This is an optimization exercise on Yosys and OpenROAD, whose aim is small area and a short achievable clock period, not a production implementation.
Where RTL was checked, it was by simulation tests only, not by an equivalence proof against the original.
No driver is modelled on the clock port, so clocking that relies on it looks cheaper here than on a real chip.
Power and IR drop assume default switching activity.

## v5
==> flow/design.v (excerpt) <==
module psram_rsp #(
    parameter int unsigned MEM_AW = 8
) (
    input  logic        clk_i,
    input  logic        rst_i,
    input  logic [7:0]  cfg_rcmd_i,
    input  logic [7:0]  cfg_wcmd_i,
    input  logic [7:0]  cfg_mrcmd_i,
    input  logic [7:0]  cfg_mwcmd_i,
    input  logic [7:0]  cfg_rlc_i,
    input  logic [7:0]  cfg_wlc_i,
    input  logic        psram_sck_i,
    input  logic        psram_ce_i,
    input  logic [7:0]  psram_io_in_i,
    input  logic        psram_dqs_in_i,
    output logic [7:0]  psram_io_out_o,
    output logic        psram_io_en_o,
    output logic        psram_dqs_out_o,
    output logic        psram_dqs_en_o,
    output logic [31:0] mr_o,
    output logic        err_o
);
Size: about 4,600 cells after synthesis, about 2,300 flip-flops, about 110 I/O pins, ~0.065 sq mm of cells after synthesis.
export LEC_CHECK = 0
export CAP_MARGIN = 20
export CORE_MARGIN = 2
export CORE_UTILIZATION = 65
export SETUP_SLACK_MARGIN = 3.7
export SLEW_MARGIN = 20
create_clock -name core_clock -period 6.0 [get_ports {clk_i}]
standard.sh (not shown) runs the stock make flow with config.mk's settings and CLKGATE_MAP_FILE= SYNTH_SCRIPT=/design/flow/synth_recipe.tcl, a recipe that flattens the netlist after the stock synthesis.
==> flow/flow/run.sh <==
#!/bin/bash
# The standard layout (standard.sh), with these changes:
#  * plain buf_4 buffers on the ports instead of the delay buffers that buffer_ports
#    picks by default;
#  * clock tree synthesis without dummy loads, with clkbuf_16 buffers and larger sink
#    clusters than the default (fewer leaf buffers);
#  * resizing may pick any cell of the same function (MATCH_CELL_FOOTPRINT=0).
# ORFS's own logs stay in orfs/logs; standard.sh's output goes to standard.log.
set -e
bash standard.sh \
  BUFFER_PORTS_ARGS="-buffer_cell sky130_fd_sc_hd__buf_4" \
  CTS_ARGS="-sink_clustering_enable -repair_clock_nets -dont_use_dummy_load -buf_list sky130_fd_sc_hd__clkbuf_16 -sink_clustering_size 25 -sink_clustering_max_diameter 80" \
  MATCH_CELL_FOOTPRINT=0 finish > standard.log 2>&1
Edits applied to the flow inputs when going from v5 to v8:
- SETUP_SLACK_MARGIN changed from 3.7 to 3.5
==> flow/flow/run.sh <==
#!/bin/bash
# The standard layout (standard.sh), with these changes:
#  * plain buf_4 buffers on the ports instead of the delay buffers that buffer_ports
#    picks by default;
#  * clock tree synthesis without dummy loads, with clkbuf_16 buffers and larger sink
#    clusters than the default (fewer leaf buffers).
# ORFS's own logs stay in orfs/logs; standard.sh's output goes to standard.log.
set -e
bash standard.sh \
  BUFFER_PORTS_ARGS="-buffer_cell sky130_fd_sc_hd__buf_4" \
  CTS_ARGS="-sink_clustering_enable -repair_clock_nets -dont_use_dummy_load -buf_list sky130_fd_sc_hd__clkbuf_16 -sink_clustering_size 25 -sink_clustering_max_diameter 80" \
  finish > standard.log 2>&1
==> run summary <==
Delta (v8 minus v5): worst-case hold slack went down; register-to-register slack lower; post-route minimum period fell 0.0033 ns.
Setup changes, v8 to v18
- CORE_UTILIZATION now 75, was 65
- SETUP_SLACK_MARGIN now 3.7, was 3.5
==> run summary <==
- Changes observed in v18 relative to v8: fraction of the cycle the final worst path needs neither gained nor lost much, cell-internal power neither gained nor lost much, number of DRC markers in iteration 0 picked up an extra 15%, number of placement rows lost 6.9%.
- v18 and v8 ended up with nearly the same power in sequential cells.
- v18 against v8: final worst setup slack higher, arrival time at the worst endpoint lower, share of cell area taken by flip-flops and latches lower.
- Routed wire length deteriorates in v18 relative to v8.
Input-level comparison between v10 and v18:
- swapping 75 for 65 in CORE_UTILIZATION
### Flow results
The flow did not stop early for v10: all stages ran, and the layout cleared the timing, DRC and antenna checks. v18 reports its start point of the critical path as mr_q[4] while v10 reports mr_q[29]. Between v18 and v10, the flow reports number of placement rows increasing by a little under 10%. v18 has a higher global placer's final weighted congestion than v10. On total wirelength of the detailed-routed design: v10 sits above v18. Looking at switching component of the power, v10 sits 1.5% above v18. When the final numbers for v10 and v18 were put side by side, the worst relative slew slack turned out to be smaller in v18. NOTE: number of logic inverters in the finished layout in v10 falls short of that of v18. Compared with v18, v10 instantiates a larger number of cells. On minimum clock period: between v10 and v18, it ends up higher for v10. Cell area after placement (v10 over v18): increase, about 0.4%. v10 vs v18: global-route usage down. Between v18 and v10, the flow reports power in the clock group increasing slightly.

Another version of the RTL of psram_rsp (not shown whole).
Size in the first run: ~4900 cells after synthesis, ~2300 flip-flops, ~110 I/O pins, about 67000 sq um of cells after synthesis.
Design psram_rsp, start of the top module:
module psram_rsp #(
    parameter int unsigned MEM_AW = 8
) (
    input  logic        clk_i,
    input  logic        rst_i,
    input  logic [7:0]  cfg_rcmd_i,
    input  logic [7:0]  cfg_wcmd_i,
    input  logic [7:0]  cfg_mrcmd_i,
    input  logic [7:0]  cfg_mwcmd_i,
    input  logic [7:0]  cfg_rlc_i,
    input  logic [7:0]  cfg_wlc_i,
    input  logic        psram_sck_i,
    input  logic        psram_ce_i,
    input  logic [7:0]  psram_io_in_i,
    input  logic        psram_dqs_in_i,
    output logic [7:0]  psram_io_out_o,
    output logic        psram_io_en_o,
    output logic        psram_dqs_out_o,
    output logic        psram_dqs_en_o,
    output logic [31:0] mr_o,
    output logic        err_o
);
    localparam int S_IDLE = 0, S_INST = 1, S_ADDR = 2, S_LATN = 3,
                   S_WDATA = 4, S_RDATA = 5, S_MWR = 6, S_IGNR = 7;
    logic              sck_q, sck_prev_q, ce_q, dqs_q;
    logic [7:0]        io_q;
  ...
Settings: LEC_CHECK=0, CAP_MARGIN=20, CORE_MARGIN=2, CORE_UTILIZATION=65, SETUP_SLACK_MARGIN=3.7, SLEW_MARGIN=20; clock period 6.0 ns.
==> flow/flow/run.sh <==
#!/bin/bash
# The standard layout (standard.sh), with these changes:
#  * plain buf_4 buffers on the ports instead of the delay buffers that buffer_ports
#    picks by default;
#  * clock tree synthesis without dummy loads, with clkbuf_16 buffers and larger sink
#    clusters than the default (fewer leaf buffers).
# ORFS's own logs stay in orfs/logs; standard.sh's output goes to standard.log.
set -e
bash standard.sh \
  BUFFER_PORTS_ARGS="-buffer_cell sky130_fd_sc_hd__buf_4" \
  CTS_ARGS="-sink_clustering_enable -repair_clock_nets -dont_use_dummy_load -buf_list sky130_fd_sc_hd__clkbuf_16 -sink_clustering_size 25 -sink_clustering_max_diameter 80" \
  finish > standard.log 2>&1
The starting point finished clean.
Then changed:
--- a/flow/flow/run.sh
+++ b/flow/flow/run.sh
@@ -10,3 +10,3 @@
   BUFFER_PORTS_ARGS="-buffer_cell sky130_fd_sc_hd__buf_4" \
-  CTS_ARGS="-sink_clustering_enable -repair_clock_nets -dont_use_dummy_load -buf_list sky130_fd_sc_hd__clkbuf_16 -sink_clustering_size 25 -sink_clustering_max_diameter 80" \
+  CTS_ARGS="-sink_clustering_enable -repair_clock_nets -dont_use_dummy_load -buf_list sky130_fd_sc_hd__clkbuf_16 -sink_clustering_size 20 -sink_clustering_max_diameter 70" \
   finish > standard.log 2>&1
What happened: Hold slack got worse by 5.1 ps. Critical path depth is unchanged. Synthesized area stays the same.

psram_rsp, a different RTL version from the one above (not shown whole).
Size in the first run: ~2300 flip-flops, ~110 I/O pins, about 65000 um2 of cells after synthesis.
export LEC_CHECK = 0
export CAP_MARGIN = 20
export CORE_MARGIN = 2
export CORE_UTILIZATION = 75
export SETUP_SLACK_MARGIN = 3.55
export SLEW_MARGIN = 20
create_clock -name core_clock -period 6.0 [get_ports {clk_i}]
==> flow/flow/run.sh <==
#!/bin/bash
# The standard layout (standard.sh), with these changes:
#  * plain buf_4 buffers on the ports instead of the delay buffers that buffer_ports
#    picks by default;
#  * clock tree synthesis without dummy loads, with clkbuf_16 buffers and larger sink
#    clusters than the default (fewer leaf buffers).
# ORFS's own logs stay in orfs/logs; standard.sh's output goes to standard.log.
set -e
bash standard.sh \
  BUFFER_PORTS_ARGS="-buffer_cell sky130_fd_sc_hd__buf_4" \
  CTS_ARGS="-sink_clustering_enable -repair_clock_nets -dont_use_dummy_load -buf_list sky130_fd_sc_hd__clkbuf_16 -sink_clustering_size 25 -sink_clustering_max_diameter 80" \
  finish > standard.log 2>&1
Then changed:
CORE_UTILIZATION = 65   (was 75)
SETUP_SLACK_MARGIN = 3.7   (was 3.55)
=>
- power came out higher by 0.30%
- via count fell by 1.5%
- area after synthesis is unchanged
- non-clock buffer count goes up by 22
- worst hold slack got worse by 12 ps
- maximum frequency barely changes
Then changed:
CORE_UTILIZATION = 75   (was 65)
What happened: Worst setup slack is better by 6.4 ps; cell area stays flat; clock-buffer cell count stays the same; sequential power hardly moves; power barely changes; maximum frequency is about the same; clock skew came out lower by 17 ps; synthesized area stays the same.
No functional check of the RTL was part of any run of this note.

Another version of the RTL of psram_rsp (not shown whole).
For scale: about 4700 cells after synthesis, ~110 I/O pins, about 66000 um2 of cells after synthesis.
==> flow/config.mk <==
export PLATFORM = sky130hd
export DESIGN_NAME = psram_rsp
export DESIGN_NICKNAME = psram_rsp
export VERILOG_FILES = /design/flow/design.v
export SDC_FILE = /design/flow/constraint.sdc
export NUM_CORES = 4
export LEC_CHECK = 0
export CAP_MARGIN = 20
export CORE_MARGIN = 2
export CORE_UTILIZATION = 75
export SETUP_SLACK_MARGIN = 3.7
export SLEW_MARGIN = 20
export TNS_END_PERCENT = 30
==> flow/constraint.sdc <==
create_clock -name core_clock -period 6.0 [get_ports {clk_i}]
set_input_delay 1.2000 -clock core_clock [delete_from_list [all_inputs] [get_ports {clk_i}]]
set_output_delay 1.2000 -clock core_clock [all_outputs]
set_load 0.01 [all_outputs]
==> flow/flow/run.sh <==
#!/bin/bash
# The standard layout (standard.sh), with these changes:
#  * plain buf_4 buffers on the ports instead of the delay buffers that buffer_ports
#    picks by default;
#  * clock tree synthesis without dummy loads, with clkbuf_16 buffers and larger sink
#    clusters than the default (fewer leaf buffers);
#  * after clock tree synthesis, flow/splitroot.tcl splits the root clock buffer into
#    four, each next to the loads it drives.
# ORFS's own logs stay in orfs/logs; standard.sh's output goes to standard.log.
set -e
bash standard.sh \
  BUFFER_PORTS_ARGS="-buffer_cell sky130_fd_sc_hd__buf_4" \
  CTS_ARGS="-sink_clustering_enable -repair_clock_nets -dont_use_dummy_load -buf_list sky130_fd_sc_hd__clkbuf_16 -sink_clustering_size 25 -sink_clustering_max_diameter 80" \
  POST_CTS_TCL="$PWD/flow/splitroot.tcl" \
  finish > standard.log 2>&1
Other scripts of this flow, unchanged in this note and not shown: flow/flow/splitroot.tcl
The starting point passed the timing, DRC and antenna checks.
Edit:
--- a/flow/config.mk
+++ b/flow/config.mk
@@ -9,5 +9,4 @@
 export CORE_MARGIN = 2
-export CORE_UTILIZATION = 75
+export CORE_UTILIZATION = 80
 export SETUP_SLACK_MARGIN = 3.7
 export SLEW_MARGIN = 20
-export TNS_END_PERCENT = 30
Effect: This time the run ran to the end with violations: max-capacitance violations, max-slew violations; combinational power went up by 10%; wire length rises by 5.6%; critical path depth came out higher by 8; area after synthesis is unchanged; via count is higher by 4.4%; final cell count falls by 0.90%; die area drops by 6.2%; setup slack loses 150 ps; worst hold slack degrades by 4.9 ps; global-route usage goes up by 4.7 points; power goes up by 0.39%.
Edit:
--- a/flow/flow/run.sh
+++ b/flow/flow/run.sh
@@ -12,3 +12,3 @@
   BUFFER_PORTS_ARGS="-buffer_cell sky130_fd_sc_hd__buf_4" \
-  CTS_ARGS="-sink_clustering_enable -repair_clock_nets -dont_use_dummy_load -buf_list sky130_fd_sc_hd__clkbuf_16 -sink_clustering_size 25 -sink_clustering_max_diameter 80" \
+  CTS_ARGS="-sink_clustering_enable -repair_clock_nets -dont_use_dummy_load -buf_list sky130_fd_sc_hd__clkbuf_16 -sink_clustering_size 20 -sink_clustering_max_diameter 70" \
   POST_CTS_TCL="$PWD/flow/splitroot.tcl" \
--- a/flow/config.mk
+++ b/flow/config.mk
@@ -9,3 +9,3 @@
 export CORE_MARGIN = 2
-export CORE_UTILIZATION = 80
+export CORE_UTILIZATION = 70
 export SETUP_SLACK_MARGIN = 3.7
Effect:
- The new run finished with timing, DRC and antenna clean
- flip-flop and latch count stays the same
- design area rises by about 1%
- clock skew falls by 22 ps
Edit:
--- a/flow/flow/run.sh
+++ b/flow/flow/run.sh
@@ -12,3 +12,3 @@
   BUFFER_PORTS_ARGS="-buffer_cell sky130_fd_sc_hd__buf_4" \
-  CTS_ARGS="-sink_clustering_enable -repair_clock_nets -dont_use_dummy_load -buf_list sky130_fd_sc_hd__clkbuf_16 -sink_clustering_size 20 -sink_clustering_max_diameter 70" \
+  CTS_ARGS="-sink_clustering_enable -repair_clock_nets -dont_use_dummy_load -buf_list sky130_fd_sc_hd__clkbuf_16 -sink_clustering_size 25 -sink_clustering_max_diameter 80" \
   POST_CTS_TCL="$PWD/flow/splitroot.tcl" \
Effect: Via count fell by 0.59%. Routed wire length is about the same. Final cell count fell by 0.35%. Clock skew hardly moves. Total power fell by 4.4%. Fmax rose by 3.9%. Die area stays the same.

separate check: timing with driven ports:
The flow's constraints put no driver on any port. The routed layouts listed below were extracted and timed again, unchanged, in two steps. Step 1 sets driving cells, clkbuf_16 on the clock port and buf_2 on the other inputs (assumed; they add their load-dependent delay and slew). Step 2 times the ports against the registers' clock, not the clock port: input delays grow and output delays shrink by t, the midpoint of the rising clock arrivals with the driver on. Three values: no drivers, after step 1, after step 2; two values: the first two.
| run | shift t [ns] | slack for setup (ns) | worst slew at a driven data input, ns |
|---|---|---|---|
| v5 | 0.772 | 3.523 / 3.447 / 3.239 | 0.06 |
| v8 | 0.781 | 3.527 / 3.451 / 3.041 | 0.06 |
| v18 | 0.752 | 3.531 / 3.460 / 3.076 | 0.07 |
| v10 | 0.772 | 3.523 / 3.447 / 3.239 | 0.06 |
| the first run of note 2 | 0.780 | 3.466 / 3.387 / 3.099 | 0.08 |
| the second run of note 2 | 0.810 | 3.448 / 3.370 / 3.023 | 0.07 |
| the first run of note 3 | 0.757 | 3.507 / 3.450 / 3.119 | 0.06 |
| the second run of note 3 | 0.787 | 3.510 / 3.427 / 3.218 | 0.13 |
| the third run of note 3 | 0.756 | 3.517 / 3.445 / 3.174 | 0.05 |
| the first run of note 4 | 0.716 | 3.629 / 3.469 / 3.215 | 0.13 |
| the second run of note 4 | 0.693 | 3.476 / 3.476 / 2.960 | 0.15 |
| the third run of note 4 | 0.680 | 3.569 / 3.522 / 3.186 | 0.14 |
| the fourth run of note 4 | 0.710 | 3.661 / 3.501 / 3.167 | 0.14 |
For the second run of note 4, which loses most, drivers alone change the setup slack by 0.000 ns; drivers and shift together by -0.516 ns.
